From an optimization exercise on the open Yosys and OpenROAD flow, aimed at small area and a short achievable clock period; shortcuts taken in it are not production practice.
Power figures rest on the tool's default switching activity, not on a simulated workload.

## sb_top
module sb_top (
    input  logic             clk,
    input  logic             rst,
    input  sb_pkg::inst_t    inst,
    input  logic             inst_valid,
    input  sb_pkg::fu_vec_t  fu_done,
    output logic             issue_ready,
    output sb_pkg::fu_vec_t  fu_en,
    output sb_pkg::fu_op_t   op_ctrl,
    output sb_pkg::reg_idx_t rs1_ctrl,
    output sb_pkg::reg_idx_t rs2_ctrl,
    output sb_pkg::fu_id_t   write_sel,
    output logic             reg_write,
    output sb_pkg::reg_idx_t rd_ctrl
);
==> flow/config.mk <==
export PLATFORM = sky130hd
export DESIGN_NAME = sb_top
export DESIGN_NICKNAME = sb_top
export VERILOG_FILES = /design/flow/design.v
export SDC_FILE = /design/flow/constraint.sdc
export NUM_CORES = 4
export LEC_CHECK = 0
export CAP_MARGIN = 20
export CORE_MARGIN = 2
export CORE_UTILIZATION = 60
export CTS_BUF_LIST = sky130_fd_sc_hd__clkbuf_8
export CTS_CLUSTER_SIZE = 30
export SETUP_SLACK_MARGIN = 2.5
export SLEW_MARGIN = 20
export SYNTH_HIERARCHICAL = 1
export SYNTH_MINIMUM_KEEP_SIZE = 0
==> flow/constraint.sdc <==
create_clock -name core_clock -period 6.0 [get_ports {clk}]
set_input_delay 1.2000 -clock core_clock [delete_from_list [all_inputs] [get_ports {clk}]]
set_output_delay 1.2000 -clock core_clock [all_outputs]
set_load 0.01 [all_outputs]
standard.sh (not shown) runs the stock make flow with config.mk's settings and CLKGATE_MAP_FILE= SYNTH_SCRIPT=/design/flow/synth_recipe.tcl, a recipe that flattens the netlist after the stock synthesis.
==> flow/flow/run.sh <==
#!/bin/bash
# Own flow: the standard layout with three changes.
#  1. Ports get plain buf_2 buffers (not the delay cells buffer_ports picks).
#  2. Slow many-input cells are added to the platform's don't-use list.
#  3. Synthesis maps the top module with a delay-relaxed ABC script (its paths
#     have slack to spare) and every other module, which holds the paths to the
#     outputs, with ORFS's speed script. Registers are untouched: dfflibmap runs
#     before ABC, so names and cell types are those of the standard synthesis.
set -euo pipefail
here=$(pwd)
rm -rf "$here/scripts"
cp -r "$FLOW_HOME/scripts" "$here/scripts"
cp "$here/flow/abc_relax.script" "$here/scripts/abc_relax.script"
python3 - "$here/scripts/synth.tcl" <<'PY'
import sys
p = sys.argv[1]
s = open(p).read()
old = "  log_cmd abc {*}$abc_args\n"
new = """  set relax_args [lreplace $abc_args 1 1 $::env(SCRIPTS_DIR)/abc_relax.script]
  foreach m [split [string trim [tee -q -s result.string select -list-mod *]] "\\n"] {
    if { $m eq $::env(DESIGN_NAME) } {
      log_cmd abc {*}$relax_args $m
    } else {
      log_cmd abc {*}$abc_args $m
    }
  }
"""
assert s.count(old) == 1
open(p, "w").write(s.replace(old, new))
PY
DU="sky130_fd_sc_hd__lpflow_bleeder_1 sky130_fd_sc_hd__lpflow_clkbufkapwr_1 sky130_fd_sc_hd__lpflow_clkbufkapwr_16 sky130_fd_sc_hd__lpflow_clkbufkapwr_2 sky130_fd_sc_hd__lpflow_clkbufkapwr_4 sky130_fd_sc_hd__lpflow_clkbufkapwr_8 sky130_fd_sc_hd__lpflow_clkinvkapwr_1 sky130_fd_sc_hd__lpflow_clkinvkapwr_16 sky130_fd_sc_hd__lpflow_clkinvkapwr_2 sky130_fd_sc_hd__lpflow_clkinvkapwr_4 sky130_fd_sc_hd__lpflow_clkinvkapwr_8 sky130_fd_sc_hd__lpflow_decapkapwr_12 sky130_fd_sc_hd__lpflow_decapkapwr_3 sky130_fd_sc_hd__lpflow_decapkapwr_4 sky130_fd_sc_hd__lpflow_decapkapwr_6 sky130_fd_sc_hd__lpflow_decapkapwr_8 sky130_fd_sc_hd__lpflow_inputiso0n_1 sky130_fd_sc_hd__lpflow_inputiso0p_1 sky130_fd_sc_hd__lpflow_inputiso1n_1 sky130_fd_sc_hd__lpflow_inputiso1p_1 sky130_fd_sc_hd__lpflow_inputisolatch_1 sky130_fd_sc_hd__lpflow_isobufsrc_1 sky130_fd_sc_hd__lpflow_isobufsrc_16 sky130_fd_sc_hd__lpflow_isobufsrc_2 sky130_fd_sc_hd__lpflow_isobufsrc_4 sky130_fd_sc_hd__lpflow_isobufsrc_8 sky130_fd_sc_hd__lpflow_isobufsrckapwr_16 sky130_fd_sc_hd__lpflow_lsbuf_lh_hl_isowell_tap_1 sky130_fd_sc_hd__lpflow_lsbuf_lh_hl_isowell_tap_2 sky130_fd_sc_hd__lpflow_lsbuf_lh_hl_isowell_tap_4 sky130_fd_sc_hd__lpflow_lsbuf_lh_isowell_4 sky130_fd_sc_hd__lpflow_lsbuf_lh_isowell_tap_1 sky130_fd_sc_hd__lpflow_lsbuf_lh_isowell_tap_2 sky130_fd_sc_hd__lpflow_lsbuf_lh_isowell_tap_4 sky130_fd_sc_hd__probe_p_8 sky130_fd_sc_hd__probec_p_8  sky130_fd_sc_hd__a2111o_1 sky130_fd_sc_hd__a2111o_2 sky130_fd_sc_hd__a2111o_4 sky130_fd_sc_hd__a2111oi_0 sky130_fd_sc_hd__a2111oi_1 sky130_fd_sc_hd__a2111oi_2 sky130_fd_sc_hd__a2111oi_4 sky130_fd_sc_hd__a221o_1 sky130_fd_sc_hd__a221o_2 sky130_fd_sc_hd__a221o_4 sky130_fd_sc_hd__a2bb2o_1 sky130_fd_sc_hd__a2bb2o_2 sky130_fd_sc_hd__a2bb2o_4 sky130_fd_sc_hd__a311o_1 sky130_fd_sc_hd__a311o_2 sky130_fd_sc_hd__a311o_4 sky130_fd_sc_hd__a311oi_1 sky130_fd_sc_hd__a311oi_2 sky130_fd_sc_hd__a311oi_4 sky130_fd_sc_hd__a32o_1 sky130_fd_sc_hd__a32o_2 sky130_fd_sc_hd__a32o_4 sky130_fd_sc_hd__a32oi_1 sky130_fd_sc_hd__a32oi_2 sky130_fd_sc_hd__a32oi_4 sky130_fd_sc_hd__a41o_1 sky130_fd_sc_hd__a41o_2 sky130_fd_sc_hd__a41o_4 sky130_fd_sc_hd__a41oi_1 sky130_fd_sc_hd__a41oi_2 sky130_fd_sc_hd__a41oi_4 sky130_fd_sc_hd__and4_1 sky130_fd_sc_hd__and4_2 sky130_fd_sc_hd__and4_4 sky130_fd_sc_hd__and4b_1 sky130_fd_sc_hd__and4b_2 sky130_fd_sc_hd__and4b_4 sky130_fd_sc_hd__and4bb_1 sky130_fd_sc_hd__and4bb_2 sky130_fd_sc_hd__and4bb_4 sky130_fd_sc_hd__nor4_1 sky130_fd_sc_hd__nor4_2 sky130_fd_sc_hd__nor4_4 sky130_fd_sc_hd__nor4b_1 sky130_fd_sc_hd__nor4b_2 sky130_fd_sc_hd__nor4b_4 sky130_fd_sc_hd__nor4bb_1 sky130_fd_sc_hd__nor4bb_2 sky130_fd_sc_hd__nor4bb_4 sky130_fd_sc_hd__o2111a_1 sky130_fd_sc_hd__o2111a_2 sky130_fd_sc_hd__o2111a_4 sky130_fd_sc_hd__o2111ai_1 sky130_fd_sc_hd__o2111ai_2 sky130_fd_sc_hd__o2111ai_4 sky130_fd_sc_hd__o221a_1 sky130_fd_sc_hd__o221a_2 sky130_fd_sc_hd__o221a_4 sky130_fd_sc_hd__o2bb2a_1 sky130_fd_sc_hd__o2bb2a_2 sky130_fd_sc_hd__o2bb2a_4 sky130_fd_sc_hd__o311a_1 sky130_fd_sc_hd__o311a_2 sky130_fd_sc_hd__o311a_4 sky130_fd_sc_hd__o311ai_0 sky130_fd_sc_hd__o311ai_1 sky130_fd_sc_hd__o311ai_2 sky130_fd_sc_hd__o311ai_4 sky130_fd_sc_hd__o32a_1 sky130_fd_sc_hd__o32a_2 sky130_fd_sc_hd__o32a_4 sky130_fd_sc_hd__o32ai_1 sky130_fd_sc_hd__o32ai_2 sky130_fd_sc_hd__o32ai_4 sky130_fd_sc_hd__o41a_1 sky130_fd_sc_hd__o41a_2 sky130_fd_sc_hd__o41a_4 sky130_fd_sc_hd__o41ai_1 sky130_fd_sc_hd__o41ai_2 sky130_fd_sc_hd__o41ai_4 sky130_fd_sc_hd__or3_1 sky130_fd_sc_hd__or3_2 sky130_fd_sc_hd__or3_4 sky130_fd_sc_hd__or3b_1 sky130_fd_sc_hd__or3b_2 sky130_fd_sc_hd__or3b_4 sky130_fd_sc_hd__or4_1 sky130_fd_sc_hd__or4_2 sky130_fd_sc_hd__or4_4 sky130_fd_sc_hd__or4b_1 sky130_fd_sc_hd__or4b_2 sky130_fd_sc_hd__or4b_4 sky130_fd_sc_hd__or4bb_1 sky130_fd_sc_hd__or4bb_2 sky130_fd_sc_hd__or4bb_4 "
bash standard.sh SCRIPTS_DIR="$here/scripts" BUFFER_PORTS_ARGS="-buffer_cell sky130_fd_sc_hd__buf_2" DONT_USE_CELLS="$DU" > standard.log 2>&1
==> flow/flow/abc_relax.script <==
&get -n
&st
&dch
&nf -R 1000
&st
&syn2
&if -g -K 6
&synch2
&nf -R 1000
&put
buffer -c
topo
stime -c
dnsize -c
The first run finished clean.
Next try:
--- a/flow/flow/run.sh
+++ b/flow/flow/run.sh
@@ -2,7 +2,2 @@
-# Own flow: the standard layout with three changes.
-#  1. Ports get plain buf_2 buffers (not the delay cells buffer_ports picks).
-#  2. Slow many-input cells are added to the platform's don't-use list.
-#  3. Synthesis maps the top module with a delay-relaxed ABC script (its paths
-#     have slack to spare) and every other module, which holds the paths to the
-#     outputs, with ORFS's speed script. Registers are untouched: dfflibmap runs
-#     before ABC, so names and cell types are those of the standard synthesis.
+# Standard layout, with plain buffers (not delay cells) on the ports, and slow
+# many-input cells added to the platform's don't-use list.
@@ -10,21 +4,0 @@
-here=$(pwd)
-rm -rf "$here/scripts"
-cp -r "$FLOW_HOME/scripts" "$here/scripts"
-cp "$here/flow/abc_relax.script" "$here/scripts/abc_relax.script"
-python3 - "$here/scripts/synth.tcl" <<'PY'
-import sys
-p = sys.argv[1]
-s = open(p).read()
-old = "  log_cmd abc {*}$abc_args\n"
-new = """  set relax_args [lreplace $abc_args 1 1 $::env(SCRIPTS_DIR)/abc_relax.script]
-  foreach m [split [string trim [tee -q -s result.string select -list-mod *]] "\\n"] {
-    if { $m eq $::env(DESIGN_NAME) } {
-      log_cmd abc {*}$relax_args $m
-    } else {
-      log_cmd abc {*}$abc_args $m
-    }
-  }
-"""
-assert s.count(old) == 1
-open(p, "w").write(s.replace(old, new))
-PY
@@ -32 +6 @@
-bash standard.sh SCRIPTS_DIR="$here/scripts" BUFFER_PORTS_ARGS="-buffer_cell sky130_fd_sc_hd__buf_2" DONT_USE_CELLS="$DU" > standard.log 2>&1
+bash standard.sh BUFFER_PORTS_ARGS="-buffer_cell sky130_fd_sc_hd__buf_2" DONT_USE_CELLS="$DU" > standard.log 2>&1
removed: flow/flow/abc_relax.script
The new run completed with no timing, DRC or antenna violations.
Via count is about the same.
Power goes down by about 4%.
Sequential power drops by about 1%.
Area after synthesis is higher by about 1.4%.
No functional check of the RTL was part of any run of this note.

[afterwards: timing with drivers on the ports]
No port has a modelled driver above. Below, the same layouts with a new extraction and two added sets of constraints. Step 1 assumes that a clkbuf_16 drives the clock port and a buf_2 every other input. Step 2 moves the port delays by t, midway between the first and last clock arrival at a register: inputs arrive t later, outputs are due t later. That takes back most of the time a late clock gives input paths. Slacks: ideal / step 1 / step 2; pairs: ideal / step 1.
| run | t (ns) | setup WS [ns] | hold WS [ns] | worst setup path after step 2 | worst register clock-pin slew, ns |
|---|---|---|---|---|---|
| the first run | 0.413 | 2.337 / 2.215 / 2.215 | 0.434 / 0.434 / 0.434 | input to output | 0.11 / 0.11 |
| the second run | 0.401 | 2.419 / 2.279 / 2.279 | 0.439 / 0.439 / 0.439 | input to output | 0.10 / 0.10 |
After both steps every run listed still meets setup and hold. The setup slack of the second run, which loses most, moves by -0.140 ns with the drivers and by -0.140 ns with both steps.
